Context: an optimization exercise on an open-source flow, tuned for small area, a short achievable clock period and few clock cycles per item. The choices shown serve that exercise and are no tape-out recipe. The RTL was checked by simulation tests, not by an equivalence proof against the original design. Power figures rest on the tool's default switching activity, not on a simulated workload.

**run.sh**
```bash
#!/bin/bash
# synth_recipe.tcl (not shown) runs the flow's synth.tcl, then flattens the netlist and writes it again
# the make line also repeats each setting of config.mk as NAME=value (left out here)
make -C /OpenROAD-flow-scripts/flow DESIGN_CONFIG=/design/flow/config.mk WORK_HOME=/design/flow/orfs CLKGATE_MAP_FILE= SYNTH_SCRIPT=/design/flow/synth_recipe.tcl finish
```
**design.v**
```verilog
package idct_pkg;
	typedef logic signed [15:0] sample_t;    
	typedef logic signed [15:0] coeff_t;     
	typedef logic signed [39:0] acc_t;
	typedef logic [7:0]         pixel_t;
	typedef logic [17:0] sram_addr_t;
	typedef logic [15:0] sram_data_t;
	typedef logic [5:0] mat_idx_t;           
	typedef logic [4:0] blk_row_t;
	typedef logic [5:0] blk_col_t;
	typedef enum logic [2:0] {
		CTRL_IDLE,
		CTRL_FETCH,
		CTRL_PASS1,
		CTRL_PASS2,
		CTRL_DRAIN,
		CTRL_DONE
	} ctrl_state_t;
	typedef enum logic [1:0] {
		IO_IDLE,
		IO_READ,
		IO_WRITE
	} io_state_t;
endpackage
`timescale 1ns/1ns
module idct_tstore #(
	parameter int L = 3                   
) (
	input  logic            CLOCK_50_I,
	input  logic [7:0]      we,           
	input  logic [7:0][3:0] wd,           
	input  logic            hi_col,       
	output logic [7:0][3:0] rd            
);
	function automatic int port_slot(input int r, input int c);
		port_slot = (60 - L + 8 * (c % 4 - r) + ((c >= 4) ? 4 : 0) + 64) % 32;
	endfunction
	logic [7:0][31:0][3:0] ring;          
	always_ff @(posedge CLOCK_50_I) begin
		for (int r = 0; r < 8; r++) begin
			for (int s = 0; s < 32; s++) begin
				ring[r][s] <= ring[r][(s + 1) % 32];
				for (int c = 0; c < 8; c++) begin
					if (we[r] && port_slot(r, c) == s) begin
						ring[r][s] <= wd[c];
					end
				end
			end
		end
	end
	always_comb begin
		for (int r = 0; r < 8; r++) begin
			rd[r] = hi_col ? ring[r][4] : ring[r][0];
		end
	end
endmodule
`timescale 1ns/1ns
module idct_ds (
	input  logic       CLOCK_50_I,
	input  logic [2:0] phn,          
	input  logic [3:0] x0,
	input  logic [3:0] x1,
	input  logic [3:0] x2,
	input  logic [3:0] x3,
	input  logic [3:0] x4,
	input  logic [3:0] x5,
	input  logic [3:0] x6,
	input  logic [3:0] x7,
	output logic [3:0] y0,
	output logic [3:0] y1,
	output logic [3:0] y2,
	output logic [3:0] y3,
	output logic [3:0] y4,
	output logic [3:0] y5,
	output logic [3:0] y6,
	output logic [3:0] y7
);
	localparam int LAT = 3;
	logic [2:0] p0n;
	assign p0n = phn - 3'd6;
	logic p0_is7;
	logic [2:0] p1n;
	assign p1n = phn - 3'd7;
	logic p1_is7;
	logic [2:0] p2n;
	assign p2n = phn - 3'd0;
	logic p2_is7;
	logic p0_ge1;
	logic p0_ge2;
	logic p0_ge3;
	logic p1_ge1;
	logic p1_ge2;
	logic p1_ge3;
	logic p2_ge1;
	logic p2_ge2;
	logic p2_ge3;
	logic [3:0] d0_r1;
	logic [3:0] d0_r2;
	logic [3:0] d0_r3;
	logic [3:0] d1_r1;
	logic [3:0] d1_r2;
	logic [3:0] d1_r3;
	logic [3:0] d2_r1;
	logic [3:0] d2_r2;
	logic [3:0] d2_r3;
	logic [3:0] d3_r1;
	logic [3:0] d3_r2;
	logic [3:0] d3_r3;
	logic [3:0] a0_r1;
	logic [3:0] a1_r1;
	logic [3:0] b0_r1;
	logic [3:0] b0_r2;
	logic [3:0] b0_r3;
	logic [3:0] b0_r4;
	logic [3:0] b1_r1;
	logic [3:0] b1_r2;
	logic [3:0] b1_r3;
	logic [3:0] b1_r4;
	logic [3:0] u0_r1;
	logic [3:0] u0_r2;
	logic [3:0] u4_r1;
	logic [3:0] u4_r2;
	logic [3:0] t0_r1;
	logic [3:0] t0_r2;
	logic [3:0] t0_r3;
	logic [3:0] t4_r1;
	logic [3:0] t4_r2;
	logic [3:0] t4_r3;
	logic [3:0] t0d_r1;
	logic [3:0] t0d_r2;
	logic [3:0] t0d_r3;
	logic [3:0] t0d_r4;
	logic [3:0] t0d_r5;
	logic [3:0] t1d_r1;
	logic [3:0] t1d_r2;
	logic [3:0] t1d_r3;
	logic [3:0] t1d_r4;
	logic [3:0] t1d_r5;
	logic [3:0] t2d_r1;
	logic [3:0] t2d_r2;
	logic [3:0] t2d_r3;
	logic [3:0] t2d_r4;
	logic [3:0] t2d_r5;
	logic [3:0] t3d_r1;
	logic [3:0] t3d_r2;
	logic [3:0] t3d_r3;
	logic [3:0] t3d_r4;
	logic [3:0] t3d_r5;
	logic [3:0] y0_1_r1;
	logic [3:0] y0_2_r1;
	logic [3:0] y4_3_r1;
	logic [3:0] y4_4_r1;
	logic [3:0] y2_7_r1;
	logic [3:0] y2_9_r1;
	logic [3:0] y2_10_r1;
	logic [3:0] y2_11_r1;
	logic [3:0] y6_13_r1;
	logic [3:0] y6_16_r1;
	logic [3:0] y6_17_r1;
	logic [3:0] y6_18_r1;
	logic [3:0] m399_0_20_r1;
	logic [3:0] m2008_0_23_r1;
	logic [3:0] m1702_0_25_r1;
	logic [3:0] m399_1_28_r1;
	logic [3:0] m2008_1_31_r1;
	logic [3:0] m1702_1_33_r1;
	logic [3:0] m399_2_36_r1;
	logic [3:0] m2008_2_39_r1;
	logic [3:0] m1702_2_41_r1;
	logic [3:0] m399_3_44_r1;
	logic [3:0] m2008_3_47_r1;
	logic [3:0] m1702_3_49_r1;
	logic [3:0] y1_51_r1;
	logic [3:0] y1_53_r1;
	logic [3:0] y3_54_r1;
	logic [3:0] y3_56_r1;
	logic [3:0] y5_57_r1;
	logic [3:0] y5_59_r1;
	logic [3:0] y7_60_r1;
	logic [3:0] y7_62_r1;
	logic [3:0] u0_r1_m1_1;
	assign u0_r1_m1_1 = u0_r1 & {4{p1_ge1}};
	logic [3:0] u4_r1_m1_1;
	assign u4_r1_m1_1 = u4_r1 & {4{p1_ge1}};
	logic [3:0] d0_r1_m0_1;
	assign d0_r1_m0_1 = d0_r1 & {4{p0_ge1}};
	logic [3:0] d1_r1_m0_1;
	assign d1_r1_m0_1 = d1_r1 & {4{p0_ge1}};
	logic [3:0] d2_r1_m0_1;
	assign d2_r1_m0_1 = d2_r1 & {4{p0_ge1}};
	logic [3:0] d3_r1_m0_1;
	assign d3_r1_m0_1 = d3_r1 & {4{p0_ge1}};
	logic [3:0] t0_r2_m1_2;
	assign t0_r2_m1_2 = t0_r2 & {4{p1_ge2}};
	logic [3:0] t0_r3_m1_3;
	assign t0_r3_m1_3 = t0_r3 & {4{p1_ge3}};
	logic [3:0] u0_r2_m1_2;
	assign u0_r2_m1_2 = u0_r2 & {4{p1_ge2}};
	logic [3:0] t0_r1_m1_1;
	assign t0_r1_m1_1 = t0_r1 & {4{p1_ge1}};
	logic [3:0] t0_r2_m2_1;
	assign t0_r2_m2_1 = t0_r2 & {4{p2_ge1}};
	logic [3:0] t4_r2_m1_2;
	assign t4_r2_m1_2 = t4_r2 & {4{p1_ge2}};
	logic [3:0] t4_r3_m1_3;
	assign t4_r3_m1_3 = t4_r3 & {4{p1_ge3}};
	logic [3:0] u4_r2_m1_2;
	assign u4_r2_m1_2 = u4_r2 & {4{p1_ge2}};
	logic [3:0] t4_r1_m1_1;
	assign t4_r1_m1_1 = t4_r1 & {4{p1_ge1}};
	logic [3:0] t4_r2_m2_1;
	assign t4_r2_m2_1 = t4_r2 & {4{p2_ge1}};
	logic [3:0] b0_r2_m0_2;
	assign b0_r2_m0_2 = b0_r2 & {4{p0_ge2}};
	logic [3:0] b0_r3_m0_3;
	assign b0_r3_m0_3 = b0_r3 & {4{p0_ge3}};
	logic [3:0] b0_r1_m0_1;
	assign b0_r1_m0_1 = b0_r1 & {4{p0_ge1}};
	logic [3:0] b0_r3_m1_2;
	assign b0_r3_m1_2 = b0_r3 & {4{p1_ge2}};
	logic [3:0] b0_r4_m1_3;
	assign b0_r4_m1_3 = b0_r4 & {4{p1_ge3}};
	logic [3:0] b0_r2_m1_1;
	assign b0_r2_m1_1 = b0_r2 & {4{p1_ge1}};
	logic [3:0] b1_r2_m0_2;
	assign b1_r2_m0_2 = b1_r2 & {4{p0_ge2}};
	logic [3:0] b1_r3_m0_3;
	assign b1_r3_m0_3 = b1_r3 & {4{p0_ge3}};
	logic [3:0] b1_r1_m0_1;
	assign b1_r1_m0_1 = b1_r1 & {4{p0_ge1}};
	logic [3:0] b1_r3_m1_2;
	assign b1_r3_m1_2 = b1_r3 & {4{p1_ge2}};
	logic [3:0] b1_r2_m1_1;
	assign b1_r2_m1_1 = b1_r2 & {4{p1_ge1}};
	logic [3:0] b1_r4_m1_3;
	assign b1_r4_m1_3 = b1_r4 & {4{p1_ge3}};
	logic [3:0] t0d_r1_m0_1;
	assign t0d_r1_m0_1 = t0d_r1 & {4{p0_ge1}};
	logic [3:0] t0d_r2_m0_2;
	assign t0d_r2_m0_2 = t0d_r2 & {4{p0_ge2}};
	logic [3:0] t0d_r2_m1_1;
	assign t0d_r2_m1_1 = t0d_r2 & {4{p1_ge1}};
	logic [3:0] t0d_r3_m1_2;
	assign t0d_r3_m1_2 = t0d_r3 & {4{p1_ge2}};
	logic [3:0] t0d_r4_m1_3;
	assign t0d_r4_m1_3 = t0d_r4 & {4{p1_ge3}};
	logic [3:0] t0d_r4_m2_2;
	assign t0d_r4_m2_2 = t0d_r4 & {4{p2_ge2}};
	logic [3:0] t0d_r5_m2_3;
	assign t0d_r5_m2_3 = t0d_r5 & {4{p2_ge3}};
	logic [3:0] d0_r2_m0_2;
	assign d0_r2_m0_2 = d0_r2 & {4{p0_ge2}};
	logic [3:0] d0_r3_m0_3;
	assign d0_r3_m0_3 = d0_r3 & {4{p0_ge3}};
	logic [3:0] t0d_r3_m0_3;
	assign t0d_r3_m0_3 = t0d_r3 & {4{p0_ge3}};
	logic [3:0] t1d_r1_m0_1;
	assign t1d_r1_m0_1 = t1d_r1 & {4{p0_ge1}};
	logic [3:0] t1d_r2_m0_2;
	assign t1d_r2_m0_2 = t1d_r2 & {4{p0_ge2}};
	logic [3:0] t1d_r2_m1_1;
	assign t1d_r2_m1_1 = t1d_r2 & {4{p1_ge1}};
	logic [3:0] t1d_r3_m1_2;
	assign t1d_r3_m1_2 = t1d_r3 & {4{p1_ge2}};
	logic [3:0] t1d_r4_m1_3;
	assign t1d_r4_m1_3 = t1d_r4 & {4{p1_ge3}};
	logic [3:0] t1d_r4_m2_2;
	assign t1d_r4_m2_2 = t1d_r4 & {4{p2_ge2}};
	logic [3:0] t1d_r5_m2_3;
	assign t1d_r5_m2_3 = t1d_r5 & {4{p2_ge3}};
	logic [3:0] d1_r2_m0_2;
	assign d1_r2_m0_2 = d1_r2 & {4{p0_ge2}};
	logic [3:0] d1_r3_m0_3;
	assign d1_r3_m0_3 = d1_r3 & {4{p0_ge3}};
	logic [3:0] t1d_r3_m0_3;
	assign t1d_r3_m0_3 = t1d_r3 & {4{p0_ge3}};
	logic [3:0] t2d_r1_m0_1;
	assign t2d_r1_m0_1 = t2d_r1 & {4{p0_ge1}};
	logic [3:0] t2d_r2_m0_2;
	assign t2d_r2_m0_2 = t2d_r2 & {4{p0_ge2}};
	logic [3:0] t2d_r2_m1_1;
	assign t2d_r2_m1_1 = t2d_r2 & {4{p1_ge1}};
	logic [3:0] t2d_r3_m1_2;
	assign t2d_r3_m1_2 = t2d_r3 & {4{p1_ge2}};
	logic [3:0] t2d_r4_m1_3;
	assign t2d_r4_m1_3 = t2d_r4 & {4{p1_ge3}};
	logic [3:0] t2d_r4_m2_2;
	assign t2d_r4_m2_2 = t2d_r4 & {4{p2_ge2}};
	logic [3:0] t2d_r5_m2_3;
	assign t2d_r5_m2_3 = t2d_r5 & {4{p2_ge3}};
	logic [3:0] d2_r2_m0_2;
	assign d2_r2_m0_2 = d2_r2 & {4{p0_ge2}};
	logic [3:0] d2_r3_m0_3;
	assign d2_r3_m0_3 = d2_r3 & {4{p0_ge3}};
	logic [3:0] t2d_r3_m0_3;
	assign t2d_r3_m0_3 = t2d_r3 & {4{p0_ge3}};
	logic [3:0] t3d_r1_m0_1;
	assign t3d_r1_m0_1 = t3d_r1 & {4{p0_ge1}};
	logic [3:0] t3d_r2_m0_2;
	assign t3d_r2_m0_2 = t3d_r2 & {4{p0_ge2}};
	logic [3:0] t3d_r2_m1_1;
	assign t3d_r2_m1_1 = t3d_r2 & {4{p1_ge1}};
	logic [3:0] t3d_r3_m1_2;
	assign t3d_r3_m1_2 = t3d_r3 & {4{p1_ge2}};
	logic [3:0] t3d_r4_m1_3;
	assign t3d_r4_m1_3 = t3d_r4 & {4{p1_ge3}};
	logic [3:0] t3d_r4_m2_2;
	assign t3d_r4_m2_2 = t3d_r4 & {4{p2_ge2}};
	logic [3:0] t3d_r5_m2_3;
	assign t3d_r5_m2_3 = t3d_r5 & {4{p2_ge3}};
	logic [3:0] d3_r2_m0_2;
	assign d3_r2_m0_2 = d3_r2 & {4{p0_ge2}};
	logic [3:0] d3_r3_m0_3;
	assign d3_r3_m0_3 = d3_r3 & {4{p0_ge3}};
	logic [3:0] t3d_r3_m0_3;
	assign t3d_r3_m0_3 = t3d_r3 & {4{p0_ge3}};
	logic [3:0] e0;
	logic e0_c, e0_co;
	idct_dsadd e0_u (.a(x0), .b(x7), .ci(e0_c), .s(e0), .co(e0_co));
	logic [3:0] e1;
	logic e1_c, e1_co;
	idct_dsadd e1_u (.a(x1), .b(x6), .ci(e1_c), .s(e1), .co(e1_co));
	logic [3:0] e2;
	logic e2_c, e2_co;
	idct_dsadd e2_u (.a(x2), .b(x5), .ci(e2_c), .s(e2), .co(e2_co));
	logic [3:0] e3;
	logic e3_c, e3_co;
	idct_dsadd e3_u (.a(x3), .b(x4), .ci(e3_c), .s(e3), .co(e3_co));
	logic [3:0] d0;
	logic d0_c, d0_co;
	idct_dsadd d0_u (.a(x0), .b(~x7), .ci(d0_c), .s(d0), .co(d0_co));
	logic [3:0] d1;
	logic d1_c, d1_co;
	idct_dsadd d1_u (.a(x1), .b(~x6), .ci(d1_c), .s(d1), .co(d1_co));
	logic [3:0] d2;
	logic d2_c, d2_co;
	idct_dsadd d2_u (.a(x2), .b(~x5), .ci(d2_c), .s(d2), .co(d2_co));
	logic [3:0] d3;
	logic d3_c, d3_co;
	idct_dsadd d3_u (.a(x3), .b(~x4), .ci(d3_c), .s(d3), .co(d3_co));
	logic [3:0] a0;
	logic a0_c, a0_co;
	idct_dsadd a0_u (.a(e0), .b(e3), .ci(a0_c), .s(a0), .co(a0_co));
	logic [3:0] a1;
	logic a1_c, a1_co;
	idct_dsadd a1_u (.a(e1), .b(e2), .ci(a1_c), .s(a1), .co(a1_co));
	logic [3:0] b0;
	logic b0_c, b0_co;
	idct_dsadd b0_u (.a(e0), .b(~e3), .ci(b0_c), .s(b0), .co(b0_co));
	logic [3:0] b1;
	logic b1_c, b1_co;
	idct_dsadd b1_u (.a(e1), .b(~e2), .ci(b1_c), .s(b1), .co(b1_co));
	logic [3:0] u0;
	logic u0_c, u0_co;
	idct_dsadd u0_u (.a(a0_r1), .b(a1_r1), .ci(u0_c), .s(u0), .co(u0_co));
	logic [3:0] u4;
	logic u4_c, u4_co;
	idct_dsadd u4_u (.a(a0_r1), .b(~a1_r1), .ci(u4_c), .s(u4), .co(u4_co));
	logic [3:0] t0;
	logic t0_c, t0_co;
	idct_dsadd t0_u (.a(u0), .b({u0[2:0], u0_r1_m1_1[3:3]}), .ci(t0_c), .s(t0), .co(t0_co));
	logic [3:0] t4;
	logic t4_c, t4_co;
	idct_dsadd t4_u (.a(u4), .b({u4[2:0], u4_r1_m1_1[3:3]}), .ci(t4_c), .s(t4), .co(t4_co));
	logic [3:0] t0d;
	logic t0d_c, t0d_co;
	idct_dsadd t0d_u (.a(d0), .b({d0[2:0], d0_r1_m0_1[3:3]}), .ci(t0d_c), .s(t0d), .co(t0d_co));
	logic [3:0] t1d;
	logic t1d_c, t1d_co;
	idct_dsadd t1d_u (.a(d1), .b({d1[2:0], d1_r1_m0_1[3:3]}), .ci(t1d_c), .s(t1d), .co(t1d_co));
	logic [3:0] t2d;
	logic t2d_c, t2d_co;
	idct_dsadd t2d_u (.a(d2), .b({d2[2:0], d2_r1_m0_1[3:3]}), .ci(t2d_c), .s(t2d), .co(t2d_co));
	logic [3:0] t3d;
	logic t3d_c, t3d_co;
	idct_dsadd t3d_u (.a(d3), .b({d3[2:0], d3_r1_m0_1[3:3]}), .ci(t3d_c), .s(t3d), .co(t3d_co));
	logic [3:0] y0_1;
	logic y0_1_c, y0_1_co;
	idct_dsadd y0_1_u (.a({t0_r2_m1_2[2:0], t0_r3_m1_3[3:3]}), .b(~{u0_r1_m1_1[1:0], u0_r2_m1_2[3:2]}), .ci(y0_1_c), .s(y0_1), .co(y0_1_co));
	logic [3:0] y0_2;
	logic y0_2_c, y0_2_co;
	idct_dsadd y0_2_u (.a(y0_1_r1), .b(~{t0_r1[0:0], t0_r2_m2_1[3:1]}), .ci(y0_2_c), .s(y0_2), .co(y0_2_co));
	logic [3:0] y4_3;
	logic y4_3_c, y4_3_co;
	idct_dsadd y4_3_u (.a({t4_r2_m1_2[2:0], t4_r3_m1_3[3:3]}), .b(~{u4_r1_m1_1[1:0], u4_r2_m1_2[3:2]}), .ci(y4_3_c), .s(y4_3), .co(y4_3_co));
	logic [3:0] y4_4;
	logic y4_4_c, y4_4_co;
	idct_dsadd y4_4_u (.a(y4_3_r1), .b(~{t4_r1[0:0], t4_r2_m2_1[3:1]}), .ci(y4_4_c), .s(y4_4), .co(y4_4_co));
	logic [3:0] y2_5;
	logic y2_5_c, y2_5_co;
	idct_dsadd y2_5_u (.a({b0_r3_m1_2[0:0], b0_r4_m1_3[3:1]}), .b({b0_r1[1:0], b0_r2_m1_1[3:2]}), .ci(y2_5_c), .s(y2_5), .co(y2_5_co));
	logic [3:0] y2_6;
	logic y2_6_c, y2_6_co;
	idct_dsadd y2_6_u (.a({b1_r2_m0_2[1:0], b1_r3_m0_3[3:2]}), .b(b1_r1_m0_1), .ci(y2_6_c), .s(y2_6), .co(y2_6_co));
	logic [3:0] y2_7;
	logic y2_7_c, y2_7_co;
	idct_dsadd y2_7_u (.a(y2_6), .b(~{b0_r1_m0_1[0:0], b0_r2_m0_2[3:1]}), .ci(y2_7_c), .s(y2_7), .co(y2_7_co));
	logic [3:0] y2_8;
	logic y2_8_c, y2_8_co;
	idct_dsadd y2_8_u (.a(y2_7_r1), .b(~{b0_r2_m1_1[2:0], b0_r3_m1_2[3:3]}), .ci(y2_8_c), .s(y2_8), .co(y2_8_co));
	logic [3:0] y2_9;
	logic y2_9_c, y2_9_co;
	idct_dsadd y2_9_u (.a(b1_r3_m1_2), .b(b1_r1), .ci(y2_9_c), .s(y2_9), .co(y2_9_co));
	logic [3:0] y2_10;
	logic y2_10_c, y2_10_co;
	idct_dsadd y2_10_u (.a(y2_5), .b(y2_8), .ci(y2_10_c), .s(y2_10), .co(y2_10_co));
	logic [3:0] y2_11;
	logic y2_11_c, y2_11_co;
	idct_dsadd y2_11_u (.a(y2_10_r1), .b(~y2_9_r1), .ci(y2_11_c), .s(y2_11), .co(y2_11_co));
	logic [3:0] y6_12;
	logic y6_12_c, y6_12_co;
	idct_dsadd y6_12_u (.a({b0_r2_m0_2[1:0], b0_r3_m0_3[3:2]}), .b(b0_r1_m0_1), .ci(y6_12_c), .s(y6_12), .co(y6_12_co));
	logic [3:0] y6_13;
	logic y6_13_c, y6_13_co;
	idct_dsadd y6_13_u (.a(y6_12), .b({b1_r1_m0_1[0:0], b1_r2_m0_2[3:1]}), .ci(y6_13_c), .s(y6_13), .co(y6_13_co));
	logic [3:0] y6_14;
	logic y6_14_c, y6_14_co;
	idct_dsadd y6_14_u (.a({b1_r2_m1_1[2:0], b1_r3_m1_2[3:3]}), .b(y6_13_r1), .ci(y6_14_c), .s(y6_14), .co(y6_14_co));
	logic [3:0] y6_15;
	logic y6_15_c, y6_15_co;
	idct_dsadd y6_15_u (.a(b0_r3_m1_2), .b(b0_r1), .ci(y6_15_c), .s(y6_15), .co(y6_15_co));
	logic [3:0] y6_16;
	logic y6_16_c, y6_16_co;
	idct_dsadd y6_16_u (.a({b1_r3_m1_2[0:0], b1_r4_m1_3[3:1]}), .b({b1_r1[1:0], b1_r2_m1_1[3:2]}), .ci(y6_16_c), .s(y6_16), .co(y6_16_co));
	logic [3:0] y6_17;
	logic y6_17_c, y6_17_co;
	idct_dsadd y6_17_u (.a(y6_14), .b(~y6_15), .ci(y6_17_c), .s(y6_17), .co(y6_17_co));
	logic [3:0] y6_18;
	logic y6_18_c, y6_18_co;
	idct_dsadd y6_18_u (.a(y6_17_r1), .b(~y6_16_r1), .ci(y6_18_c), .s(y6_18), .co(y6_18_co));
	logic [3:0] m399_0_19;
	logic m399_0_19_c, m399_0_19_co;
	idct_dsadd m399_0_19_u (.a({t0d_r2_m1_1[0:0], t0d_r3_m1_2[3:1]}), .b({t0d_r1[1:0], t0d_r2_m1_1[3:2]}), .ci(m399_0_19_c), .s(m399_0_19), .co(m399_0_19_co));
	logic [3:0] m399_0_20;
	logic m399_0_20_c, m399_0_20_co;
	idct_dsadd m399_0_20_u (.a(t0d_r1), .b(m399_0_19), .ci(m399_0_20_c), .s(m399_0_20), .co(m399_0_20_co));
	logic [3:0] m1137_0_21;
	logic m1137_0_21_c, m1137_0_21_co;
	idct_dsadd m1137_0_21_u (.a({t0d_r4_m2_2[2:0], t0d_r5_m2_3[3:3]}), .b(~m399_0_20_r1), .ci(m1137_0_21_c), .s(m1137_0_21), .co(m1137_0_21_co));
	logic [3:0] m2008_0_22;
	logic m2008_0_22_c, m2008_0_22_co;
	idct_dsadd m2008_0_22_u (.a({d0_r2_m0_2[0:0], d0_r3_m0_3[3:1]}), .b(~{d0_r1_m0_1[2:0], d0_r2_m0_2[3:3]}), .ci(m2008_0_22_c), .s(m2008_0_22), .co(m2008_0_22_co));
	logic [3:0] m2008_0_23;
	logic m2008_0_23_c, m2008_0_23_co;
	idct_dsadd m2008_0_23_u (.a(m2008_0_22), .b(~{d0[0:0], d0_r1_m0_1[3:1]}), .ci(m2008_0_23_c), .s(m2008_0_23), .co(m2008_0_23_co));
	logic [3:0] m1702_0_24;
	logic m1702_0_24_c, m1702_0_24_co;
	idct_dsadd m1702_0_24_u (.a({d0_r1_m0_1[1:0], d0_r2_m0_2[3:2]}), .b({t0d_r2_m0_2[2:0], t0d_r3_m0_3[3:3]}), .ci(m1702_0_24_c), .s(m1702_0_24), .co(m1702_0_24_co));
	logic [3:0] m1702_0_25;
	logic m1702_0_25_c, m1702_0_25_co;
	idct_dsadd m1702_0_25_u (.a(m1702_0_24), .b({t0d_r1_m0_1[2:0], t0d_r2_m0_2[3:3]}), .ci(m1702_0_25_c), .s(m1702_0_25), .co(m1702_0_25_co));
	logic [3:0] m1702_0_26;
	logic m1702_0_26_c, m1702_0_26_co;
	idct_dsadd m1702_0_26_u (.a({t0d_r1[2:0], t0d_r2_m1_1[3:3]}), .b(m1702_0_25_r1), .ci(m1702_0_26_c), .s(m1702_0_26), .co(m1702_0_26_co));
	logic [3:0] m399_1_27;
	logic m399_1_27_c, m399_1_27_co;
	idct_dsadd m399_1_27_u (.a({t1d_r2_m1_1[0:0], t1d_r3_m1_2[3:1]}), .b({t1d_r1[1:0], t1d_r2_m1_1[3:2]}), .ci(m399_1_27_c), .s(m399_1_27), .co(m399_1_27_co));
	logic [3:0] m399_1_28;
	logic m399_1_28_c, m399_1_28_co;
	idct_dsadd m399_1_28_u (.a(t1d_r1), .b(m399_1_27), .ci(m399_1_28_c), .s(m399_1_28), .co(m399_1_28_co));
	logic [3:0] m1137_1_29;
	logic m1137_1_29_c, m1137_1_29_co;
	idct_dsadd m1137_1_29_u (.a({t1d_r4_m2_2[2:0], t1d_r5_m2_3[3:3]}), .b(~m399_1_28_r1), .ci(m1137_1_29_c), .s(m1137_1_29), .co(m1137_1_29_co));
	logic [3:0] m2008_1_30;
	logic m2008_1_30_c, m2008_1_30_co;
	idct_dsadd m2008_1_30_u (.a({d1_r2_m0_2[0:0], d1_r3_m0_3[3:1]}), .b(~{d1_r1_m0_1[2:0], d1_r2_m0_2[3:3]}), .ci(m2008_1_30_c), .s(m2008_1_30), .co(m2008_1_30_co));
	logic [3:0] m2008_1_31;
	logic m2008_1_31_c, m2008_1_31_co;
	idct_dsadd m2008_1_31_u (.a(m2008_1_30), .b(~{d1[0:0], d1_r1_m0_1[3:1]}), .ci(m2008_1_31_c), .s(m2008_1_31), .co(m2008_1_31_co));
	logic [3:0] m1702_1_32;
	logic m1702_1_32_c, m1702_1_32_co;
	idct_dsadd m1702_1_32_u (.a({d1_r1_m0_1[1:0], d1_r2_m0_2[3:2]}), .b({t1d_r2_m0_2[2:0], t1d_r3_m0_3[3:3]}), .ci(m1702_1_32_c), .s(m1702_1_32), .co(m1702_1_32_co));
	logic [3:0] m1702_1_33;
	logic m1702_1_33_c, m1702_1_33_co;
	idct_dsadd m1702_1_33_u (.a(m1702_1_32), .b({t1d_r1_m0_1[2:0], t1d_r2_m0_2[3:3]}), .ci(m1702_1_33_c), .s(m1702_1_33), .co(m1702_1_33_co));
	logic [3:0] m1702_1_34;
	logic m1702_1_34_c, m1702_1_34_co;
	idct_dsadd m1702_1_34_u (.a({t1d_r1[2:0], t1d_r2_m1_1[3:3]}), .b(m1702_1_33_r1), .ci(m1702_1_34_c), .s(m1702_1_34), .co(m1702_1_34_co));
	logic [3:0] m399_2_35;
	logic m399_2_35_c, m399_2_35_co;
	idct_dsadd m399_2_35_u (.a({t2d_r2_m1_1[0:0], t2d_r3_m1_2[3:1]}), .b({t2d_r1[1:0], t2d_r2_m1_1[3:2]}), .ci(m399_2_35_c), .s(m399_2_35), .co(m399_2_35_co));
	logic [3:0] m399_2_36;
	logic m399_2_36_c, m399_2_36_co;
	idct_dsadd m399_2_36_u (.a(t2d_r1), .b(m399_2_35), .ci(m399_2_36_c), .s(m399_2_36), .co(m399_2_36_co));
	logic [3:0] m1137_2_37;
	logic m1137_2_37_c, m1137_2_37_co;
	idct_dsadd m1137_2_37_u (.a({t2d_r4_m2_2[2:0], t2d_r5_m2_3[3:3]}), .b(~m399_2_36_r1), .ci(m1137_2_37_c), .s(m1137_2_37), .co(m1137_2_37_co));
	logic [3:0] m2008_2_38;
	logic m2008_2_38_c, m2008_2_38_co;
	idct_dsadd m2008_2_38_u (.a({d2_r2_m0_2[0:0], d2_r3_m0_3[3:1]}), .b(~{d2_r1_m0_1[2:0], d2_r2_m0_2[3:3]}), .ci(m2008_2_38_c), .s(m2008_2_38), .co(m2008_2_38_co));
	logic [3:0] m2008_2_39;
	logic m2008_2_39_c, m2008_2_39_co;
	idct_dsadd m2008_2_39_u (.a(m2008_2_38), .b(~{d2[0:0], d2_r1_m0_1[3:1]}), .ci(m2008_2_39_c), .s(m2008_2_39), .co(m2008_2_39_co));
	logic [3:0] m1702_2_40;
	logic m1702_2_40_c, m1702_2_40_co;
	idct_dsadd m1702_2_40_u (.a({d2_r1_m0_1[1:0], d2_r2_m0_2[3:2]}), .b({t2d_r2_m0_2[2:0], t2d_r3_m0_3[3:3]}), .ci(m1702_2_40_c), .s(m1702_2_40), .co(m1702_2_40_co));
	logic [3:0] m1702_2_41;
	logic m1702_2_41_c, m1702_2_41_co;
	idct_dsadd m1702_2_41_u (.a(m1702_2_40), .b({t2d_r1_m0_1[2:0], t2d_r2_m0_2[3:3]}), .ci(m1702_2_41_c), .s(m1702_2_41), .co(m1702_2_41_co));
	logic [3:0] m1702_2_42;
	logic m1702_2_42_c, m1702_2_42_co;
	idct_dsadd m1702_2_42_u (.a({t2d_r1[2:0], t2d_r2_m1_1[3:3]}), .b(m1702_2_41_r1), .ci(m1702_2_42_c), .s(m1702_2_42), .co(m1702_2_42_co));
	logic [3:0] m399_3_43;
	logic m399_3_43_c, m399_3_43_co;
	idct_dsadd m399_3_43_u (.a({t3d_r2_m1_1[0:0], t3d_r3_m1_2[3:1]}), .b({t3d_r1[1:0], t3d_r2_m1_1[3:2]}), .ci(m399_3_43_c), .s(m399_3_43), .co(m399_3_43_co));
	logic [3:0] m399_3_44;
	logic m399_3_44_c, m399_3_44_co;
	idct_dsadd m399_3_44_u (.a(t3d_r1), .b(m399_3_43), .ci(m399_3_44_c), .s(m399_3_44), .co(m399_3_44_co));
	logic [3:0] m1137_3_45;
	logic m1137_3_45_c, m1137_3_45_co;
	idct_dsadd m1137_3_45_u (.a({t3d_r4_m2_2[2:0], t3d_r5_m2_3[3:3]}), .b(~m399_3_44_r1), .ci(m1137_3_45_c), .s(m1137_3_45), .co(m1137_3_45_co));
	logic [3:0] m2008_3_46;
	logic m2008_3_46_c, m2008_3_46_co;
	idct_dsadd m2008_3_46_u (.a({d3_r2_m0_2[0:0], d3_r3_m0_3[3:1]}), .b(~{d3_r1_m0_1[2:0], d3_r2_m0_2[3:3]}), .ci(m2008_3_46_c), .s(m2008_3_46), .co(m2008_3_46_co));
	logic [3:0] m2008_3_47;
	logic m2008_3_47_c, m2008_3_47_co;
	idct_dsadd m2008_3_47_u (.a(m2008_3_46), .b(~{d3[0:0], d3_r1_m0_1[3:1]}), .ci(m2008_3_47_c), .s(m2008_3_47), .co(m2008_3_47_co));
	logic [3:0] m1702_3_48;
	logic m1702_3_48_c, m1702_3_48_co;
	idct_dsadd m1702_3_48_u (.a({d3_r1_m0_1[1:0], d3_r2_m0_2[3:2]}), .b({t3d_r2_m0_2[2:0], t3d_r3_m0_3[3:3]}), .ci(m1702_3_48_c), .s(m1702_3_48), .co(m1702_3_48_co));
	logic [3:0] m1702_3_49;
	logic m1702_3_49_c, m1702_3_49_co;
	idct_dsadd m1702_3_49_u (.a(m1702_3_48), .b({t3d_r1_m0_1[2:0], t3d_r2_m0_2[3:3]}), .ci(m1702_3_49_c), .s(m1702_3_49), .co(m1702_3_49_co));
	logic [3:0] m1702_3_50;
	logic m1702_3_50_c, m1702_3_50_co;
	idct_dsadd m1702_3_50_u (.a({t3d_r1[2:0], t3d_r2_m1_1[3:3]}), .b(m1702_3_49_r1), .ci(m1702_3_50_c), .s(m1702_3_50), .co(m1702_3_50_co));
	logic [3:0] y1_51;
	logic y1_51_c, y1_51_co;
	idct_dsadd y1_51_u (.a(m2008_0_23_r1), .b(m1702_1_34), .ci(y1_51_c), .s(y1_51), .co(y1_51_co));
	logic [3:0] y1_52;
	logic y1_52_c, y1_52_co;
	idct_dsadd y1_52_u (.a(m399_3_44_r1), .b(y1_51_r1), .ci(y1_52_c), .s(y1_52), .co(y1_52_co));
	logic [3:0] y1_53;
	logic y1_53_c, y1_53_co;
	idct_dsadd y1_53_u (.a(m1137_2_37), .b(y1_52), .ci(y1_53_c), .s(y1_53), .co(y1_53_co));
	logic [3:0] y3_54;
	logic y3_54_c, y3_54_co;
	idct_dsadd y3_54_u (.a(m1702_0_26), .b(~m2008_2_39_r1), .ci(y3_54_c), .s(y3_54), .co(y3_54_co));
	logic [3:0] y3_55;
	logic y3_55_c, y3_55_co;
	idct_dsadd y3_55_u (.a(y3_54_r1), .b(~m399_1_28_r1), .ci(y3_55_c), .s(y3_55), .co(y3_55_co));
	logic [3:0] y3_56;
	logic y3_56_c, y3_56_co;
	idct_dsadd y3_56_u (.a(y3_55), .b(~m1137_3_45), .ci(y3_56_c), .s(y3_56), .co(y3_56_co));
	logic [3:0] y5_57;
	logic y5_57_c, y5_57_co;
	idct_dsadd y5_57_u (.a(m1702_3_50), .b(~m2008_1_31_r1), .ci(y5_57_c), .s(y5_57), .co(y5_57_co));
	logic [3:0] y5_58;
	logic y5_58_c, y5_58_co;
	idct_dsadd y5_58_u (.a(m399_2_36_r1), .b(y5_57_r1), .ci(y5_58_c), .s(y5_58), .co(y5_58_co));
	logic [3:0] y5_59;
	logic y5_59_c, y5_59_co;
	idct_dsadd y5_59_u (.a(m1137_0_21), .b(y5_58), .ci(y5_59_c), .s(y5_59), .co(y5_59_co));
	logic [3:0] y7_60;
	logic y7_60_c, y7_60_co;
	idct_dsadd y7_60_u (.a(m1702_2_42), .b(~m2008_3_47_r1), .ci(y7_60_c), .s(y7_60), .co(y7_60_co));
	logic [3:0] y7_61;
	logic y7_61_c, y7_61_co;
	idct_dsadd y7_61_u (.a(m399_0_20_r1), .b(y7_60_r1), .ci(y7_61_c), .s(y7_61), .co(y7_61_co));
	logic [3:0] y7_62;
	logic y7_62_c, y7_62_co;
	idct_dsadd y7_62_u (.a(y7_61), .b(~m1137_1_29), .ci(y7_62_c), .s(y7_62), .co(y7_62_co));
	assign y0 = y0_2_r1;
	assign y1 = y1_53_r1;
	assign y2 = y2_11_r1;
	assign y3 = y3_56_r1;
	assign y4 = y4_4_r1;
	assign y5 = y5_59_r1;
	assign y6 = y6_18_r1;
	assign y7 = y7_62_r1;
	always_ff @(posedge CLOCK_50_I) begin
		p0_is7 <= (p0n == 3'd7);
		p1_is7 <= (p1n == 3'd7);
		p2_is7 <= (p2n == 3'd7);
		p0_ge1 <= (p0n >= 3'd1);
		p0_ge2 <= (p0n >= 3'd2);
		p0_ge3 <= (p0n >= 3'd3);
		p1_ge1 <= (p1n >= 3'd1);
		p1_ge2 <= (p1n >= 3'd2);
		p1_ge3 <= (p1n >= 3'd3);
		p2_ge1 <= (p2n >= 3'd1);
		p2_ge2 <= (p2n >= 3'd2);
		p2_ge3 <= (p2n >= 3'd3);
		e0_c <= p0_is7 ? 1'b0 : e0_co;
		e1_c <= p0_is7 ? 1'b0 : e1_co;
		e2_c <= p0_is7 ? 1'b0 : e2_co;
		e3_c <= p0_is7 ? 1'b0 : e3_co;
		d0_c <= p0_is7 ? 1'b1 : d0_co;
		d1_c <= p0_is7 ? 1'b1 : d1_co;
		d2_c <= p0_is7 ? 1'b1 : d2_co;
		d3_c <= p0_is7 ? 1'b1 : d3_co;
		a0_c <= p0_is7 ? 1'b0 : a0_co;
		a1_c <= p0_is7 ? 1'b0 : a1_co;
		b0_c <= p0_is7 ? 1'b1 : b0_co;
		b1_c <= p0_is7 ? 1'b1 : b1_co;
		u0_c <= p1_is7 ? 1'b0 : u0_co;
		u4_c <= p1_is7 ? 1'b1 : u4_co;
		t0_c <= p1_is7 ? 1'b0 : t0_co;
		t4_c <= p1_is7 ? 1'b0 : t4_co;
		t0d_c <= p0_is7 ? 1'b0 : t0d_co;
		t1d_c <= p0_is7 ? 1'b0 : t1d_co;
		t2d_c <= p0_is7 ? 1'b0 : t2d_co;
		t3d_c <= p0_is7 ? 1'b0 : t3d_co;
		y0_1_c <= p1_is7 ? 1'b1 : y0_1_co;
		y0_2_c <= p2_is7 ? 1'b1 : y0_2_co;
		y4_3_c <= p1_is7 ? 1'b1 : y4_3_co;
		y4_4_c <= p2_is7 ? 1'b1 : y4_4_co;
		y2_5_c <= p1_is7 ? 1'b0 : y2_5_co;
		y2_6_c <= p0_is7 ? 1'b0 : y2_6_co;
		y2_7_c <= p0_is7 ? 1'b1 : y2_7_co;
		y2_8_c <= p1_is7 ? 1'b1 : y2_8_co;
		y2_9_c <= p1_is7 ? 1'b0 : y2_9_co;
		y2_10_c <= p1_is7 ? 1'b0 : y2_10_co;
		y2_11_c <= p2_is7 ? 1'b1 : y2_11_co;
		y6_12_c <= p0_is7 ? 1'b0 : y6_12_co;
		y6_13_c <= p0_is7 ? 1'b0 : y6_13_co;
		y6_14_c <= p1_is7 ? 1'b0 : y6_14_co;
		y6_15_c <= p1_is7 ? 1'b0 : y6_15_co;
		y6_16_c <= p1_is7 ? 1'b0 : y6_16_co;
		y6_17_c <= p1_is7 ? 1'b1 : y6_17_co;
		y6_18_c <= p2_is7 ? 1'b1 : y6_18_co;
		m399_0_19_c <= p1_is7 ? 1'b0 : m399_0_19_co;
		m399_0_20_c <= p1_is7 ? 1'b0 : m399_0_20_co;
		m1137_0_21_c <= p2_is7 ? 1'b1 : m1137_0_21_co;
		m2008_0_22_c <= p0_is7 ? 1'b1 : m2008_0_22_co;
		m2008_0_23_c <= p0_is7 ? 1'b1 : m2008_0_23_co;
		m1702_0_24_c <= p0_is7 ? 1'b0 : m1702_0_24_co;
		m1702_0_25_c <= p0_is7 ? 1'b0 : m1702_0_25_co;
		m1702_0_26_c <= p1_is7 ? 1'b0 : m1702_0_26_co;
		m399_1_27_c <= p1_is7 ? 1'b0 : m399_1_27_co;
		m399_1_28_c <= p1_is7 ? 1'b0 : m399_1_28_co;
		m1137_1_29_c <= p2_is7 ? 1'b1 : m1137_1_29_co;
		m2008_1_30_c <= p0_is7 ? 1'b1 : m2008_1_30_co;
		m2008_1_31_c <= p0_is7 ? 1'b1 : m2008_1_31_co;
		m1702_1_32_c <= p0_is7 ? 1'b0 : m1702_1_32_co;
		m1702_1_33_c <= p0_is7 ? 1'b0 : m1702_1_33_co;
		m1702_1_34_c <= p1_is7 ? 1'b0 : m1702_1_34_co;
		m399_2_35_c <= p1_is7 ? 1'b0 : m399_2_35_co;
		m399_2_36_c <= p1_is7 ? 1'b0 : m399_2_36_co;
		m1137_2_37_c <= p2_is7 ? 1'b1 : m1137_2_37_co;
		m2008_2_38_c <= p0_is7 ? 1'b1 : m2008_2_38_co;
		m2008_2_39_c <= p0_is7 ? 1'b1 : m2008_2_39_co;
		m1702_2_40_c <= p0_is7 ? 1'b0 : m1702_2_40_co;
		m1702_2_41_c <= p0_is7 ? 1'b0 : m1702_2_41_co;
		m1702_2_42_c <= p1_is7 ? 1'b0 : m1702_2_42_co;
		m399_3_43_c <= p1_is7 ? 1'b0 : m399_3_43_co;
		m399_3_44_c <= p1_is7 ? 1'b0 : m399_3_44_co;
		m1137_3_45_c <= p2_is7 ? 1'b1 : m1137_3_45_co;
		m2008_3_46_c <= p0_is7 ? 1'b1 : m2008_3_46_co;
		m2008_3_47_c <= p0_is7 ? 1'b1 : m2008_3_47_co;
		m1702_3_48_c <= p0_is7 ? 1'b0 : m1702_3_48_co;
		m1702_3_49_c <= p0_is7 ? 1'b0 : m1702_3_49_co;
		m1702_3_50_c <= p1_is7 ? 1'b0 : m1702_3_50_co;
		y1_51_c <= p1_is7 ? 1'b0 : y1_51_co;
		y1_52_c <= p2_is7 ? 1'b0 : y1_52_co;
		y1_53_c <= p2_is7 ? 1'b0 : y1_53_co;
		y3_54_c <= p1_is7 ? 1'b1 : y3_54_co;
		y3_55_c <= p2_is7 ? 1'b1 : y3_55_co;
		y3_56_c <= p2_is7 ? 1'b1 : y3_56_co;
		y5_57_c <= p1_is7 ? 1'b1 : y5_57_co;
		y5_58_c <= p2_is7 ? 1'b0 : y5_58_co;
		y5_59_c <= p2_is7 ? 1'b0 : y5_59_co;
		y7_60_c <= p1_is7 ? 1'b1 : y7_60_co;
		y7_61_c <= p2_is7 ? 1'b0 : y7_61_co;
		y7_62_c <= p2_is7 ? 1'b1 : y7_62_co;
		d0_r1 <= d0;
		d0_r2 <= d0_r1;
		d0_r3 <= d0_r2;
		d1_r1 <= d1;
		d1_r2 <= d1_r1;
		d1_r3 <= d1_r2;
		d2_r1 <= d2;
		d2_r2 <= d2_r1;
		d2_r3 <= d2_r2;
		d3_r1 <= d3;
		d3_r2 <= d3_r1;
		d3_r3 <= d3_r2;
		a0_r1 <= a0;
		a1_r1 <= a1;
		b0_r1 <= b0;
		b0_r2 <= b0_r1;
		b0_r3 <= b0_r2;
		b0_r4 <= b0_r3;
		b1_r1 <= b1;
		b1_r2 <= b1_r1;
		b1_r3 <= b1_r2;
		b1_r4 <= b1_r3;
		u0_r1 <= u0;
		u0_r2 <= u0_r1;
		u4_r1 <= u4;
		u4_r2 <= u4_r1;
		t0_r1 <= t0;
		t0_r2 <= t0_r1;
		t0_r3 <= t0_r2;
		t4_r1 <= t4;
		t4_r2 <= t4_r1;
		t4_r3 <= t4_r2;
		t0d_r1 <= t0d;
		t0d_r2 <= t0d_r1;
		t0d_r3 <= t0d_r2;
		t0d_r4 <= t0d_r3;
		t0d_r5 <= t0d_r4;
		t1d_r1 <= t1d;
		t1d_r2 <= t1d_r1;
		t1d_r3 <= t1d_r2;
		t1d_r4 <= t1d_r3;
		t1d_r5 <= t1d_r4;
		t2d_r1 <= t2d;
		t2d_r2 <= t2d_r1;
		t2d_r3 <= t2d_r2;
		t2d_r4 <= t2d_r3;
		t2d_r5 <= t2d_r4;
		t3d_r1 <= t3d;
		t3d_r2 <= t3d_r1;
		t3d_r3 <= t3d_r2;
		t3d_r4 <= t3d_r3;
		t3d_r5 <= t3d_r4;
		y0_1_r1 <= y0_1;
		y0_2_r1 <= y0_2;
		y4_3_r1 <= y4_3;
		y4_4_r1 <= y4_4;
		y2_7_r1 <= y2_7;
		y2_9_r1 <= y2_9;
		y2_10_r1 <= y2_10;
		y2_11_r1 <= y2_11;
		y6_13_r1 <= y6_13;
		y6_16_r1 <= y6_16;
		y6_17_r1 <= y6_17;
		y6_18_r1 <= y6_18;
		m399_0_20_r1 <= m399_0_20;
		m2008_0_23_r1 <= m2008_0_23;
		m1702_0_25_r1 <= m1702_0_25;
		m399_1_28_r1 <= m399_1_28;
		m2008_1_31_r1 <= m2008_1_31;
		m1702_1_33_r1 <= m1702_1_33;
		m399_2_36_r1 <= m399_2_36;
		m2008_2_39_r1 <= m2008_2_39;
		m1702_2_41_r1 <= m1702_2_41;
		m399_3_44_r1 <= m399_3_44;
		m2008_3_47_r1 <= m2008_3_47;
		m1702_3_49_r1 <= m1702_3_49;
		y1_51_r1 <= y1_51;
		y1_53_r1 <= y1_53;
		y3_54_r1 <= y3_54;
		y3_56_r1 <= y3_56;
		y5_57_r1 <= y5_57;
		y5_59_r1 <= y5_59;
		y7_60_r1 <= y7_60;
		y7_62_r1 <= y7_62;
	end
endmodule
module idct_dsadd (
	input  logic [3:0] a,
	input  logic [3:0] b,
	input  logic       ci,
	output logic [3:0] s,
	output logic       co
);
	logic [4:0] c;
	assign c[0] = ci;
	for (genvar i = 0; i < 4; i++) begin : g_fa
		assign s[i]   = a[i] ^ b[i] ^ c[i];
		assign c[i+1] = (a[i] & b[i]) | (a[i] & c[i]) | (b[i] & c[i]);
	end
	assign co = c[4];
endmodule
`timescale 1ns/1ns
module idct_top (
	input  logic                 CLOCK_50_I,
	input  logic                 resetn,
	input  logic                 start,
	input  idct_pkg::blk_row_t   block_row,
	input  idct_pkg::blk_col_t   block_col,
	output logic                 busy,
	output logic                 done,
	input  idct_pkg::sram_data_t sram_read_data,
	output idct_pkg::sram_data_t sram_write_data,
	output idct_pkg::sram_addr_t sram_address,
	output logic                 sram_we_n
);
	localparam int L       = 3;               
	localparam int DONE_TC = 150 + L;
	localparam int WR0     = 93 + L;          
	localparam int PIX0    = 85 + L;          
	logic [7:0] tc;
	logic [7:0] tcn;                          
	logic [7:0] tcp;                          
	logic       accept;
	logic       run;                          
	assign accept = start && idle_i;
	assign tcp    = tc + 8'd1;
	assign tcn    = accept ? 8'd1 : (idle_i ? tc : tcp);
	assign run    = !idle_i && !accept;
	logic       idle_i;                       
	logic       busy_n;
	assign busy_n = accept || (!idle_i && tc != 8'(DONE_TC - 1));
	always_ff @(posedge CLOCK_50_I or negedge resetn) begin
		if (!resetn) begin
			busy   <= 1'b0;
			idle_i <= 1'b1;
			done   <= 1'b0;
			tc     <= '0;
		end else begin
			tc     <= tcn;
			busy   <= busy_n;
			idle_i <= !busy_n;
			done   <= !accept && !idle_i && tc == 8'(DONE_TC - 1);
		end
	end
	logic [4:0]  rq;
	logic [5:0]  kq;
	logic [13:0] mpos;                        
	logic [7:0]  wz;                          
	logic        wr_load;                     
	logic [2:0]  wr_i;
	logic [1:0]  wr_w;
	logic        rd_step;
	logic [14:0] hi_sum;
	logic        rd_base;
	logic [17:0] addr, addr_inv, addr_n;
	assign addr = ~addr_inv;
	assign mpos    = {1'b0, rq, 8'd0} + {3'b0, rq, 6'd0} + {8'd0, kq};
	assign wz      = tcp - 8'(WR0);
	assign hi_sum  = addr[17:3] + (rd_step ? 15'd40 : 15'd20);
	always_ff @(posedge CLOCK_50_I or negedge resetn) begin
		if (!resetn) begin
			wr_load <= 1'b0;
			rd_step <= 1'b0;
			rd_base <= 1'b0;
		end else begin
			wr_load <= run && (tcp >= 8'(WR0)) && (wz < 8'd64) && !wz[3];
			rd_step <= run && (tcp >= 8'd3) && (tcp <= 8'd65);
			rd_base <= run && (tcp == 8'd2);
		end
	end
	always_comb begin
		addr_n = addr;
		if (rd_base) begin
			addr_n = {15'(mpos) + 15'd9600, 3'd0};
		end else if (rd_step) begin
			if (addr[2:0] == 3'd7) begin
				addr_n = {hi_sum, 3'd0};
			end else begin
				addr_n[2:0] = addr[2:0] + 3'd1;
			end
		end else if (wr_load) begin
			if (wr_i == 3'd0) begin
				addr_n = {2'b0, mpos, wr_w};
			end else begin
				addr_n[17:3] = hi_sum;
			end
		end
	end
	always_ff @(posedge CLOCK_50_I) begin
		rq           <= block_row;
		kq           <= block_col;
		wr_i         <= wz[2:0];
		wr_w         <= wz[5:4];
		addr_inv     <= ~addr_n;
		sram_address <= addr_n;
	end
	logic [10:0][15:0] sr;                    
	logic [7:0]  fz;                          
	logic [2:0]  dk;
	logic        pass2_ld;
	logic [7:0][3:0] sdig;
	logic [7:0][3:0] tdig;
	logic [7:0][3:0] xr;
	logic [2:0]  rd_col;
	assign fz = tcp - 8'd5;
	always_ff @(posedge CLOCK_50_I) begin
		dk       <= fz[2:0];
		pass2_ld <= (tcp >= 8'd77);
		rd_col   <= fz[5:3] - 3'd1;           
	end
	always_comb begin
		for (int n = 0; n < 8; n++) begin
			case (dk[1:0])
				2'd0:    sdig[n] = sr[7 - n][3:0];
				2'd1:    sdig[n] = sr[8 - n][7:4];
				2'd2:    sdig[n] = sr[9 - n][11:8];
				default: sdig[n] = sr[10 - n][15:12];
			endcase
		end
	end
	always_ff @(posedge CLOCK_50_I) begin
		sr[0] <= sram_read_data;
		for (int p = 1; p < 11; p++) begin
			sr[p] <= sr[p - 1];
		end
		for (int n = 0; n < 8; n++) begin
			if (dk[2]) begin
				xr[n] <= {4{xr[n][3]}};       
			end else if (pass2_ld) begin
				xr[n] <= tdig[n];
			end else begin
				xr[n] <= sdig[n];
			end
		end
	end
	logic [7:0][3:0] y;
	idct_ds u_ds (
		.CLOCK_50_I(CLOCK_50_I), .phn(tcp[2:0]),
		.x0(xr[0]), .x1(xr[1]), .x2(xr[2]), .x3(xr[3]),
		.x4(xr[4]), .x5(xr[5]), .x6(xr[6]), .x7(xr[7]),
		.y0(y[0]), .y1(y[1]), .y2(y[2]), .y3(y[3]),
		.y4(y[4]), .y5(y[5]), .y6(y[6]), .y7(y[7])
	);
	logic [7:0] tz;                           
	logic [7:0] t_we;
	assign tz = tcp - 8'(16 + L);
	always_ff @(posedge CLOCK_50_I) begin
		for (int r = 0; r < 8; r++) begin
			t_we[r] <= run && (tcp >= 8'(16 + L)) && (tz < 8'd64) && (tz[5:3] == 3'(r)) && !tz[2];
		end
	end
	idct_tstore #(.L(L)) u_t (
		.CLOCK_50_I(CLOCK_50_I), .we(t_we), .wd(y), .hi_col(rd_col[2]), .rd(tdig)
	);
	logic [7:0][3:0] yd1, yd2, yd3;
	logic [7:0][7:0] pix;
	logic [7:0][7:0] pa, pb;
	logic [7:0] pz;
	logic       pa_en, pb_en;
	assign pz = tcp - 8'(PIX0);
	always_ff @(posedge CLOCK_50_I) begin
		pa_en <= (tcp >= 8'(PIX0)) && (pz < 8'd64) && (pz[3:0] == 4'd0);
		pb_en <= (tcp >= 8'(PIX0)) && (pz < 8'd64) && (pz[3:0] == 4'd8);
	end
	always_comb begin
		for (int i = 0; i < 8; i++) begin
			if (y[i][3]) begin
				pix[i] = 8'd0;
			end else if ((|y[i][2:0]) || (|yd1[i])) begin
				pix[i] = 8'd255;
			end else begin
				pix[i] = {yd2[i], yd3[i]};
			end
		end
	end
	always_ff @(posedge CLOCK_50_I) begin
		for (int i = 0; i < 8; i++) begin
			yd1[i] <= y[i];
			yd2[i] <= yd1[i];
			yd3[i] <= yd2[i];
			pa[i] <= pa_en ? pix[i] : pa[(i + 1) % 8];
			pb[i] <= pb_en ? pix[i] : pb[(i + 1) % 8];
		end
		if (wr_load) begin
			sram_write_data <= {pa[1], (wr_i == 3'd0) ? pix[0] : pb[1]};
		end
	end
	always_ff @(posedge CLOCK_50_I or negedge resetn) begin
		if (!resetn) begin
			sram_we_n <= 1'b1;
		end else begin
			sram_we_n <= !(wr_load && !idle_i);
		end
	end
endmodule
```
**constraint.sdc**
```tcl
create_clock -name core_clock -period 9.0 [get_ports {CLOCK_50_I}]
set_input_delay 1.8000 -clock core_clock [delete_from_list [all_inputs] [get_ports {CLOCK_50_I}]]
set_output_delay 1.8000 -clock core_clock [all_outputs]
set_load 0.01 [all_outputs]
```
**config.mk**
```make
export PLATFORM = sky130hd
export DESIGN_NAME = idct_top
export DESIGN_NICKNAME = idct_top
export VERILOG_FILES = /design/flow/design.v
export SDC_FILE = /design/flow/constraint.sdc
export NUM_CORES = 4
export LEC_CHECK = 0
export ABC_CLOCK_PERIOD_IN_PS = 3500
export CAP_MARGIN = 20
export CORE_MARGIN = 2
export CORE_UTILIZATION = 50
export CTS_BUF_LIST = sky130_fd_sc_hd__clkbuf_8
export CTS_CLUSTER_SIZE = 30
export PLACE_DENSITY = 0.65
export SETUP_SLACK_MARGIN = 5
export SLEW_MARGIN = 20
```
==> impl_table.tex <==
\begin{tabular}{lr}
\hline
Metric & Value \\
\hline
\multicolumn{2}{l}{\textbf{Status}} \\
Status & timing/DRC/antenna clean \\
\multicolumn{2}{l}{\textbf{Power and ir drop}} \\
Gate power share & 17.0\% \\
Maximum VDD drop & between 0.0002 and 0.00025 V \\
Clock Power Share & 31.7\% \\
Switching fraction of total power & 28.2\% \\
Switching power summed over all nets & 6.47 mW \\
Internal & 16.5 mW \\
Power density over cell area & about 340 nW/µm² \\
Power share of the sequential group & 51.3\% \\
Leak Pwr & 29.7 nW \\
\multicolumn{2}{l}{\textbf{Finish}} \\
Filler cell count & 9,358 \\
Area growth syn-to-layout & 14.5\% \\
Final layout net count & between 4,000 and 5,000 \\
Area of combinational cells with multiple inputs & 17,000 µm² \\
Share of layout cells above drive strength 1 & 20.5\% \\
Sequential cell area & 39,000 µm² \\
Design Area, Final & 66,900 µm² \\
\multicolumn{2}{l}{\textbf{GRT}} \\
Pin count of the biggest net entering global routing & 65 \\
Met3 Usage GRT & about 3.7\% \\
Congestion Overflow GR & 0 \\
Global Route met2 Usage & 29.4\% \\
GRT Util Overall & 19.0\% \\
Global-route wire length before repair & $\sim$170,000 µm \\
Antenna violations before repair & 6 \\
Number of global-route vias before repair & 30,200 \\
Most heavily used metal layer in global routing & met2 \\
Met1 demand-to-capacity share in global routing & 26.4\% \\
\multicolumn{2}{l}{\textbf{Critical path}} \\
Buffering stage count on the worst path with inverters included & 1 \\
Top delay family on crit path & buffers and inverters \\
Peak fanout along the critical path & 1 \\
Critical Path RT & 7200 ps \\
Worst EP arrival & approximately 2000 ps \\
Type of element launching the critical path & flip-flop \\
Worst setup EP type & output port \\
Worst R2R End & addr\_inv[15]\$\_DFF\_P\_ \\
Worst Reg2Reg Path Length in Cells & 9 \\
Setup CP Type & flip-flop to output port \\
Critical path's largest stage delay & approximately 520 ps \\
Critical path cell sequence & clkdlybuf4s50\_1 \\
Slowest CP cell & clkdlybuf4s50\_1 \\
Minimum setup slack among reg-to-reg paths & 5390 ps \\
Worst R2R Start & rd\_step\$\_DFF\_PN0\_ \\
\multicolumn{2}{l}{\textbf{Run}} \\
Maximum Capacitance Violations & 0 \\
\multicolumn{2}{l}{\textbf{Logic synthesis}} \\
Average instance area after synthesis & 13.9 µm² \\
Multiplexer area fraction after synthesis & around a tenth \\
Most instantiated flip-flop cell in the synthesis netlist & dfxtp\_1 \\
Combinational family with the most area after synthesis & adder cells \\
Simple-gate share of the synthesized area & 4.71\% \\
Area share of the largest cell type after synthesis & 64.9\% \\
Syn nets & approximately 4,600 \\
Number of distinct standard cells referenced by the synthesized netlist & 81 \\
Adder and majority cell fraction of the synthesized area & 11.4\% \\
Fraction of synthesis flops using an asynchronous set or reset pin & 0.776\% \\
Number of enable flip-flop cells after synthesis & 24 \\
Synth warn & 3 \\
Sequential element share of the synthesized area & 66.8\% \\
Dominant cell type by area after synthesis & dfxtp\_1 \\
Flip-flop and latch count after synthesis & 1,932 \\
Synthesized area & 58,400 µm² \\
Post-synthesis instance total & 4,201 \\
Compound-Gate Fraction of Synth Area & 2.53\% \\
Post-Synth XOR/XNOR Area & less than 1\% \\
Commonest cells in the netlist & dfxtp\_1, inv\_1, mux2\_2, fa\_1, nand2\_1 \\
Cell types occupying the most area after synthesis & dfxtp\_1, fa\_1, mux2\_2 \\
Most instantiated library cell after synthesis & dfxtp\_1 \\
\multicolumn{2}{l}{\textbf{Place}} \\
Setup slack after placement & 5220 ps \\
Last weighted congestion value of the routability-driven placer & 0.836 \\
HPWL reported at the end of detailed placement & 71,600 µm \\
Port Buffers & between 60 and 70 \\
Placed standard-cell area & 60,700 µm² \\
\multicolumn{2}{l}{\textbf{Clock tree}} \\
Count of buffers added by post-CTS timing repair for setup & 0 \\
Number of sinks on the clock net & 1,932 \\
Cell at the root of the clock tree & clkbuf\_8 \\
Clock slew seen by the registers of the worst setup and hold paths & 60 ps \\
CTS tree & built \\
Max Root-Sink Buffers & 4 \\
Hold\_buf cts & 0 \\
Num CTS Buffers & 312 \\
Post-CTS resize count & 0 \\
Number of H-tree levels & 5 \\
Clock latency reported for the late side of the worst-skew pair & 990 ps \\
\multicolumn{2}{l}{\textbf{STA}} \\
Slew Viols, Final & 0 \\
Fraction of the cycle the final worst path needs & between 40\% and 50\% \\
Setup clock skew after layout & 60.6 ps \\
Count of endpoints failing setup in the final report & 0 \\
Unrepaired setup endpoints after global routing & false \\
Sum of negative setup slack & 0 ps \\
Slew at the pin with the worst max-slew slack & about 1100 ps \\
Post-layout min period & 3790 ps \\
Fmax & 264 MHz \\
Worst Setup Slack, final & 5210 ps \\
Headroom to the max-slew limit & 26.4\% \\
Number of hold violations in the final report & 0 \\
\multicolumn{2}{l}{\textbf{Detailed routing}} \\
Average detailed-routed wire length per instance & $\sim$18 µm \\
Number of remaining DRC errors & 0 \\
Via count of the routed design & 28,600 \\
Drt initial violations & 1,434 \\
Via density per instance & 4.58 \\
Wire length after detailed routing & about 110,000 µm \\
Count of TritonRoute iterations in the first routing pass & 5 \\
Routed Antenna Nets & 0 \\
\multicolumn{2}{l}{\textbf{Floorplanning}} \\
Area of the die & around 120,000 µm² \\
Ports placed on the boundary & 67 \\
Horizontal die dimension & approximately 350 µm \\
Die Height & 346 µm \\
Row count & 125 \\
Core Footprint & 116,000 µm² \\
Initial core utilization & 50.3\% \\
\multicolumn{2}{l}{\textbf{Hold path}} \\
Capture endpoint of the worst hold path & u\_t.ring[650]\$\_DFF\_P\_ \\
HP Class & flip-flop to flip-flop \\
Startpoint of the most critical hold path & u\_t.ring[654]\$\_DFF\_P\_ \\
Min-Delay Path Depth & 0 \\
\hline
\end{tabular}
-- state kept, by name, summed over array words and instances, names as in the netlist, 5 cells and up --
register and flops:
rq 5, pa 64, sram_write_data 16, sr 152
tc 8, yd2 32, sram_address 18, kq 6
xr 32, yd1 32, addr_inv 18, yd3 32
u_t.ring 1024, pb 64, t_we 8
-- area by class of cell --
type	count	share of cell area, %
well taps	1524	2.85
inverters	505	2.84
clock inverters	140	1.16
diodes	6	0.0225
clock buffers	390	8.03
multi-input cells	1634	25.4
flip-flops and latches	1932	58.4
repair buffers	100	1.37
-- cells by family after synthesis --
kind of cell,count (synthesis)
fa+ha+maj,345
compound gates,240
simple gates,529
buf+inv,635
xor+xnor,60
mux,460
flops,1932
-- metal layers --
layer	wire (µm)	up-vias
met4	3290	0
met3	4080	216
met5	0	-
met2	50300	467
met1	53100	14000
li1	-	13800
-- placed cells by master (no fill, tap or decap), types with 16 or more instances in the layout --
cell type | synthesis | final
or2_2 | 18 | 18
mux2i_1 | 38 | 38
dfxtp_1 | 1893 | 1876
nor2_1 | 81 | 81
ha_1 | 28 | 28
buf_4 | 3 | 34
inv_1 | 501 | 584
a21oi_1 | 81 | 81
xor2_1 | 16 | 16
nand2b_1 | 22 | 22
o21ai_0 | 85 | 85
clkbuf_8 | 0 | 390
clkdlybuf4s50_1 | 0 | 66
edfxtp_1 | 24 | 24
mux4_2 | 32 | 32
dfxtp_2 | 0 | 17
clkinv_2 | 0 | 34
mux2_2 | 390 | 390
and2_1 | 85 | 85
nand2_1 | 208 | 208
fa_1 | 315 | 315
xnor2_1 | 39 | 39
nor2b_1 | 44 | 44
-- power groups by stage --
stage                     clock network (mW)  registers [mW]  logic, mW
after floorplan                            0            11.5       2.57
after global placement                     0            11.9       3.86
after detailed placement                   0            11.9       3.97
after CTS                               7.47            11.8       4.00
after global routing                    7.87            12.0       4.52
final                                   7.27            11.8       3.90
-- worst max path at each step --
stage / endpoint / cells past startpoint / slack [ps] / from
2_1_floorplan: u_ds.m2008_1_31_c$_SDFF_PP1_ / 10 / 5760 / u_ds.p0_ge3$_DFF_P_
3_3_place_gp: u_ds.y6_17_c$_SDFF_PP1_ / 9 / 5230 / u_ds.p1_ge2$_DFF_P_
3_5_place_dp: u_ds.y6_17_c$_SDFF_PP1_ / 9 / 5220 / u_ds.p1_ge2$_DFF_P_
4_1_cts: sram_we_n / 1 / 5130 / sram_we_n$_DFF_PN1_
5_1_grt: sram_we_n / 1 / 5150 / sram_we_n$_DFF_PN1_
6_report: sram_we_n / 1 / 5210 / sram_we_n$_DFF_PN1_
-- per-stage QoR --
step | util (%) | cells | power, mW | hold WS (ps)
after floorplan | - | 4201 | 14.1 | 310
after global placement | 52.3 | 5695 | 15.8 | 310
after detailed placement | 52.3 | 5695 | 15.9 | 312
after CTS | 57.6 | 6225 | 23.3 | 295
after global routing | 57.6 | 6226 | 24.4 | 295
final | 57.6 | 6231 | 22.9 | 297
Testbench counts, summed over its fixed seeds: cycles 19,584, blocks 128.

[static timing again, ports no longer ideal]
In the flow no input, the clock included, has a driving cell. The finished layout below was timed again as built, in two steps.
Step 1 (the two cells are an assumption about what drives the block):
set clk [get_ports {CLOCK_50_I}]
set_driving_cell -lib_cell sky130_fd_sc_hd__clkbuf_16 $clk
set_driving_cell -lib_cell sky130_fd_sc_hd__buf_2 [delete_from_list [all_inputs] $clk]
Step 2, shift: input delay + t, output delay - t, t = (earliest + latest rising clock arrival at the registers) / 2. This alone moves slack from input paths to output paths.
Slacks: no drivers / after step 1 / after step 2; pairs: no drivers / after step 1.
t, ns: 1.013
slack for setup (ns): 5.205 / 5.142 / 5.395
slew at the worst register clock pin (ns): 0.07 / 0.07
After both steps setup and hold are still met in this run. For this run, drivers alone change the setup slack by -0.063 ns; drivers and shift together by +0.190 ns.
